Context: an optimization exercise on an open-source flow, tuned for small area. The choices shown serve that exercise and are no tape-out recipe.
Function was checked by simulation only, so behaviour that the tests miss may differ from the original.
Power is estimated from default activity; no workload was simulated. No driver is modelled on the clock port, so clocking that relies on it looks cheaper here than on a real chip.

==> maple: inputs <==
==> flow/design.v <==
package tlbrr_pkg;
	localparam int ENTRIES    = 32;
	localparam int PAGE_BITS  = 11;
	localparam int FRAME_BITS = 10;
	localparam int STAMP_BITS = 32;
	localparam int SLOT_W     = $clog2(ENTRIES);
	localparam int LFSR_W     = 16;
	localparam logic [LFSR_W-1:0] LFSR_TAPS = 16'hB400;
	localparam logic [LFSR_W-1:0] LFSR_SEED = 16'hACE1;
	localparam logic [1:0] ACT_LOOKUP = 2'd0;
	localparam logic [1:0] ACT_FILL   = 2'd1;
	localparam logic [1:0] ACT_FLUSH  = 2'd2;
	typedef struct packed {
		logic [1:0]            action;
		logic [PAGE_BITS-1:0]  page_number;
		logic [FRAME_BITS-1:0] frame_number;
	} in_item_t;
	typedef struct packed {
		logic                  hit;
		logic [FRAME_BITS-1:0] found_frame;
		logic [SLOT_W-1:0]     slot;
		logic                  evicted;
	} out_item_t;
	typedef struct packed {
		logic latch_in;
		logic scan_start;
		logic scan_step;
		logic commit;
	} dp_cmd_t;
	typedef struct packed {
		logic need_scan;
		logic scan_last;
		logic out_free;
	} dp_stat_t;
	function automatic logic [SLOT_W:0] first_set(input logic [ENTRIES-1:0] vec);
		logic              found;
		logic [SLOT_W-1:0] idx;
		found = 1'b0;
		idx   = '0;
		for (int i = ENTRIES - 1; i >= 0; i--) begin
			if (vec[i]) begin
				found = 1'b1;
				idx   = SLOT_W'(i);
			end
		end
		first_set = {found, idx};
	endfunction
	function automatic logic [LFSR_W-1:0] lfsr_step(input logic [LFSR_W-1:0] cur);
		logic [LFSR_W-1:0] nxt;
		nxt = cur >> 1;
		if (cur[0]) begin
			nxt = nxt ^ LFSR_TAPS;
		end
		lfsr_step = nxt;
	endfunction
endpackage
module tlb_lru_random_replace_top(
	input  logic                 clk,
	input  logic                 arst_n,
	input  logic                 cfg_we,
	input  logic                 cfg_data,
	input  logic                 in_valid,
	output logic                 in_stall,
	input  tlbrr_pkg::in_item_t  in_data,
	output logic                 out_valid,
	input  logic                 out_stall,
	output tlbrr_pkg::out_item_t out_data
);
	localparam int N  = tlbrr_pkg::ENTRIES;
	localparam int PB = tlbrr_pkg::PAGE_BITS;
	localparam int FB = tlbrr_pkg::FRAME_BITS;
	localparam int SW = tlbrr_pkg::SLOT_W;
	localparam int W  = 1 + PB + FB + SW;    
	localparam logic [1:0] ST_INIT = 2'd0;
	localparam logic [1:0] ST_IDLE = 2'd1;
	localparam logic [1:0] ST_P1   = 2'd2;
	localparam logic [1:0] ST_P2   = 2'd3;
	logic [N*W-1:0]            ring_q;
	logic [1:0]                state_q;
	logic [SW-1:0]             ptr_q;
	logic                      mode_q;
	logic                      used_q;
	logic [tlbrr_pkg::LFSR_W-1:0] lfsr_q;
	logic                      out_valid_q;
	tlbrr_pkg::out_item_t      out_q;
	logic [SW-1:0]             rank_q;
	logic          h_valid;
	logic [PB-1:0] h_page;
	logic [FB-1:0] h_frame;
	logic [SW-1:0] h_rank;
	assign {h_valid, h_page, h_frame, h_rank} = ring_q[W-1:0];
	logic [1:0] act;
	assign act = in_data.action;
	logic is_lookup, is_fill, is_flush;
	assign is_lookup = (act == tlbrr_pkg::ACT_LOOKUP);
	assign is_fill   = (act == tlbrr_pkg::ACT_FILL);
	assign is_flush  = (act == tlbrr_pkg::ACT_FLUSH);
	logic in_init, in_idle, in_p1, in_p2, last;
	assign in_init = (state_q == ST_INIT);
	assign in_idle = (state_q == ST_IDLE);
	assign in_p1   = (state_q == ST_P1);
	assign in_p2   = (state_q == ST_P2);
	assign last    = (ptr_q == SW'(N - 1));
	logic [tlbrr_pkg::LFSR_W-1:0] lfsr_next;
	assign lfsr_next = tlbrr_pkg::lfsr_step(lfsr_q);
	logic upd;
	assign upd = !mode_q && used_q;
	logic cap_l, cap_f, hit_now;
	assign cap_l   = in_p1 && is_lookup && !out_q.hit && h_valid && (h_page == in_data.page_number);
	assign cap_f   = in_p1 && is_fill && out_q.evicted &&
	                 (!h_valid || (mode_q ? (ptr_q == lfsr_next[SW-1:0]) : (h_rank == '0)));
	assign hit_now = out_q.hit || cap_l;
	logic start, accept;
	assign start  = in_idle && last && in_valid && !out_valid_q;
	assign accept = last && (in_p2 || (in_p1 && !(is_fill || (hit_now && upd))));
	assign in_stall = !accept;
	logic          tgt, wr;
	logic          n_valid;
	logic [PB-1:0] n_page;
	logic [FB-1:0] n_frame;
	logic [SW-1:0] n_rank;
	assign tgt = (ptr_q == out_q.slot);
	assign wr  = in_p2 && tgt && is_fill;
	always_comb begin
		n_valid = h_valid;
		n_page  = h_page;
		n_frame = h_frame;
		n_rank  = h_rank;
		if (in_init || (in_p1 && is_flush)) begin
			n_valid = 1'b0;
		end
		if (wr) begin
			n_valid = 1'b1;
			n_page  = in_data.page_number;
			n_frame = in_data.frame_number;
		end
		if (in_init) begin
			n_rank = ptr_q;
		end else if (in_p2 && upd) begin
			if (tgt) begin
				n_rank = SW'(N - 1);
			end else if (h_rank > rank_q) begin
				n_rank = h_rank - 1'b1;
			end
		end
	end
	always_ff @(posedge clk) begin
		ring_q <= {n_valid, n_page, n_frame, n_rank, ring_q[N*W-1:W]};
		if (start) begin
			out_q         <= '0;
			out_q.evicted <= is_fill;
		end else if (cap_l) begin
			out_q.hit         <= 1'b1;
			out_q.found_frame <= h_frame;
			out_q.slot        <= ptr_q;
			rank_q            <= h_rank;
		end else if (cap_f) begin
			out_q.slot    <= ptr_q;
			out_q.evicted <= h_valid;
			rank_q        <= h_rank;
		end
	end
	always_ff @(posedge clk or negedge arst_n) begin
		if (!arst_n) begin
			state_q     <= ST_INIT;
			ptr_q       <= '0;
			mode_q      <= 1'b0;
			used_q      <= 1'b0;
			lfsr_q      <= tlbrr_pkg::LFSR_SEED;
			out_valid_q <= 1'b0;
		end else begin
			ptr_q <= ptr_q + 1'b1;
			if (cfg_we) begin
				mode_q <= cfg_data;
			end
			case (state_q)
				ST_INIT: if (last) state_q <= ST_IDLE;
				ST_IDLE: if (start) state_q <= ST_P1;
				ST_P1:   if (last) state_q <= accept ? ST_IDLE : ST_P2;
				default: if (last) state_q <= ST_IDLE;
			endcase
			if (accept) begin
				out_valid_q <= 1'b1;
				if (!mode_q && (is_fill || hit_now)) begin
					used_q <= 1'b1;
				end
				if (mode_q && is_fill && out_q.evicted) begin
					lfsr_q <= lfsr_next;
				end
			end else if (!out_stall) begin
				out_valid_q <= 1'b0;
			end
		end
	end
	assign out_valid = out_valid_q;
	assign out_data  = out_q;
endmodule
==> flow/flow/run.sh <==
#!/bin/bash
# Standard ORFS layout, with the clock tree built from the options in flow/cts_args.txt.
set -euo pipefail
export CTS_ARGS="$(cat flow/cts_args.txt)"
bash standard.sh > standard.log 2>&1
==> flow/flow/cts_args.txt <==
-sink_clustering_enable -repair_clock_nets -dont_use_dummy_load -sink_clustering_size 35 -sink_clustering_max_diameter 70
==> flow/standard.sh <==
#!/bin/bash
# synth_recipe.tcl (not shown) runs the flow's synth.tcl, then flattens the netlist and writes it again
# the make line also repeats each setting of config.mk as NAME=value (left out here)
make -C /OpenROAD-flow-scripts/flow DESIGN_CONFIG=/design/flow/config.mk WORK_HOME=/design/flow/orfs CLKGATE_MAP_FILE= SYNTH_SCRIPT=/design/flow/synth_recipe.tcl "${@:-finish}"
==> flow/config.mk <==
export PLATFORM = sky130hd
export DESIGN_NAME = tlb_lru_random_replace_top
export DESIGN_NICKNAME = tlb_lru_random_replace_top
export VERILOG_FILES = /design/flow/design.v
export SDC_FILE = /design/flow/constraint.sdc
export NUM_CORES = 4
export LEC_CHECK = 0
export CAP_MARGIN = 20
export CORE_MARGIN = 2
export CORE_UTILIZATION = 70
export SLEW_MARGIN = 20
==> flow/constraint.sdc <==
create_clock -name core_clock -period 7.5 [get_ports {clk}]
set_input_delay 1.5000 -clock core_clock [delete_from_list [all_inputs] [get_ports {clk}]]
set_output_delay 1.5000 -clock core_clock [all_outputs]
set_load 0.01 [all_outputs]
==> inputs of amber, as changes to maple <==
--- a/flow/design.v
+++ b/flow/design.v
@@ -108,7 +108,7 @@
 	logic cap_l, cap_f, hit_now;
 	assign cap_l   = in_p1 && is_lookup && !out_q.hit && h_valid && (h_page == in_data.page_number);
 	assign cap_f   = in_p1 && is_fill && out_q.evicted &&
-	                 (!h_valid || (mode_q ? (ptr_q == lfsr_next[SW-1:0]) : (h_rank == '0)));
+	                 (!h_valid || (!mode_q && (h_rank == '0)));
 	assign hit_now = out_q.hit || cap_l;
 	logic start, accept;
 	assign start  = in_idle && last && in_valid && !out_valid_q;
@@ -149,6 +149,9 @@
 		if (start) begin
 			out_q         <= '0;
 			out_q.evicted <= is_fill;
+			if (is_fill && mode_q) begin
+				out_q.slot <= lfsr_next[SW-1:0];
+			end
 		end else if (cap_l) begin
 			out_q.hit         <= 1'b1;
 			out_q.found_frame <= h_frame;
==> flow/flow/run.sh (replaced) <==
#!/bin/bash
# The standard ORFS layout (bash standard.sh), with two changes:
#  - port buffers are the smallest buffer (buf_1) instead of the resizer's default pick;
#  - the clock tree uses large sink clusters and no dummy loads. Large clusters
#    save clock buffers but raise the clock slew at the flip-flops, so the flow
#    tries the cluster settings in flow/cts_tries.txt in turn, from largest to
#    smallest, and keeps the first whose routed layout has a flip-flop clock-pin
#    slew (measured by flow/clkslew.tcl on ORFS's extracted parasitics) of at
#    most SLEW_OK_PS.
# Each attempt's output goes to standard_N.log and its ORFS logs to attempt_N_logs/.
set -euo pipefail
SLEW_OK_PS=122
PLAT=$FLOW_HOME/platforms/sky130hd
RES=orfs/results/sky130hd/tlb_lru_random_replace_top/base
export BUFFER_PORTS_ARGS="-inputs -outputs -buffer_cell sky130_fd_sc_hd__buf_1"
BASE="-sink_clustering_enable -repair_clock_nets -dont_use_dummy_load"
n=0
while read -r size diam; do
  [[ -z "$size" ]] && continue
  n=$((n + 1))
  export CTS_ARGS="$BASE -sink_clustering_size $size -sink_clustering_max_diameter $diam"
  echo "attempt $n: $CTS_ARGS" >> attempts.log
  if [[ $n -gt 1 ]]; then
    bash standard.sh clean_cts clean_route clean_finish > clean_$n.log 2>&1
  fi
  bash standard.sh > standard_$n.log 2>&1
  cp -r orfs/logs attempt_${n}_logs
  LIBFILE=$PLAT/lib/sky130_fd_sc_hd__tt_025C_1v80.lib ODB=$RES/6_final.odb SDCF=$RES/6_final.sdc \
    SPEFF=$RES/6_final.spef PLATFORM_DIR_=$PLAT \
    openroad -no_init -exit flow/clkslew.tcl > clkslew_$n.log 2>&1
  slew=$(awk '/^CLKSLEW_PS/ {print $2}' clkslew_$n.log)
  echo "attempt $n: clock-pin slew $slew ps" >> attempts.log
  if [[ -n "$slew" ]] && awk -v s="$slew" -v l="$SLEW_OK_PS" 'BEGIN {exit !(s <= l)}'; then
    break
  fi
done < flow/cts_tries.txt
==> flow/flow/clkslew.tcl (new file) <==
# Prints the largest slew at a flip-flop clock pin of the final layout, in ps.
read_liberty $::env(LIBFILE)
read_db $::env(ODB)
read_sdc $::env(SDCF)
source $::env(PLATFORM_DIR_)/setRC.tcl
read_spef $::env(SPEFF)
set_propagated_clock [all_clocks]
set mx 0
foreach pin [all_registers -clock_pins -edge_triggered] {
  foreach edge {rise fall} {
    foreach analysis {min max} {
      set s [sta::time_ui_sta [get_property $pin slew_${analysis}_$edge]]
      set mx [expr {max($mx, $s * 1e12)}]
    }
  }
}
puts "CLKSLEW_PS $mx"
==> flow/flow/cts_tries.txt (new file) <==
37 120
35 90
33 75
30 75
25 60
--- a/flow/config.mk
+++ b/flow/config.mk
@@ -7,5 +7,6 @@
 export LEC_CHECK = 0
 export CAP_MARGIN = 20
 export CORE_MARGIN = 2
-export CORE_UTILIZATION = 70
+export CORE_UTILIZATION = 60
+export PLACE_DENSITY = 0.85
 export SLEW_MARGIN = 20
removed: flow/flow/cts_args.txt
==> qor summary <==
| metric | amber | maple |
|---|---|---|
| Depth of the critical timing path with buffers and inverters included | 8 | 9 |
| GRT met3 Usage | 0.0339 | 0.0274 |
| Sum of buffers and inverters on the critical path | 3 | 4 |
| Vias per std cell | 4.43 | 4.47 |
| Count of multi-input combinational gates | 180 | 189 |
| Final period demand of the worst path | 5.29 ns | 5.63 ns |
| CP Data Arrival Time | 3.79 ns | 4.13 ns |
| Mux share of post-synthesis cell area | 0.0252 | 0.0282 |
| Tap Count | 442 | 384 |
| Fin util | 0.660 | 0.766 |
| Clock network fraction of design power | 0.300 | 0.289 |
| Wire length on met3 | 1020 um | 665 um |
| GPL Wtd Cong | 0.837 | 0.762 |
| Detailed-route wire length | 26100 um | 23200 um |
| Final period utilization | 0.705 | 0.750 |
| Largest net degree at the start of global routing | 34 | 36 |
| Post-synth design cell area | 20000 sq um | 20100 sq um |
| Final hold slack | 0.254 ns | 0.281 ns |
| Nets | 1234 | 1242 |
| Tightest slew margin relative to the limit | 0.439 | 0.415 |
| Height of the die | 187 um | 173 um |
| Seq area share | 0.857 | 0.847 |
| Placed cell area | 20700 sq um | 21000 sq um |
| Run status | no timing/DRC/antenna violations | no timing/DRC/antenna violations |
| Global-route wire length before repair | 41000 um | 38500 um |
| Layout-stage area growth over the synthesis result | 7.81% | 8.52% |

[what the ideal ports hide]
The results above use ideal ports. As a check the final layouts listed here were re-extracted and re-timed, cells and wires unchanged. Step 1 sets driving cells, clkbuf_16 on the clock port and buf_2 on the other inputs (assumed; they add their load-dependent delay and slew). Step 2 adds t to the input delays and takes it off the output delays; t is the mean of the earliest and latest rising clock arrival at the registers after step 1. Input paths then give back, and output paths get back, about the clock's delay inside the block. Slacks: no drivers / after step 1 / after step 2; pairs: no drivers / after step 1.
run | t (ns) | setup slack, ns | hold WS [ns] | latest minus earliest clock arrival (ns) | cell pins on the clock port's net
maple | 0.621 | 1.871 / 1.840 / 1.840 | 0.281 / 0.281 / 0.281 | 0.077 / 0.077 | 1
amber | 0.568 | 2.213 / 2.179 / 2.179 | 0.254 / 0.254 / 0.254 | 0.087 / 0.088 | 1
After both steps every run listed still meets setup and hold. The setup slack of amber, which loses most, moves by -0.034 ns with the drivers and by -0.034 ns with both steps.
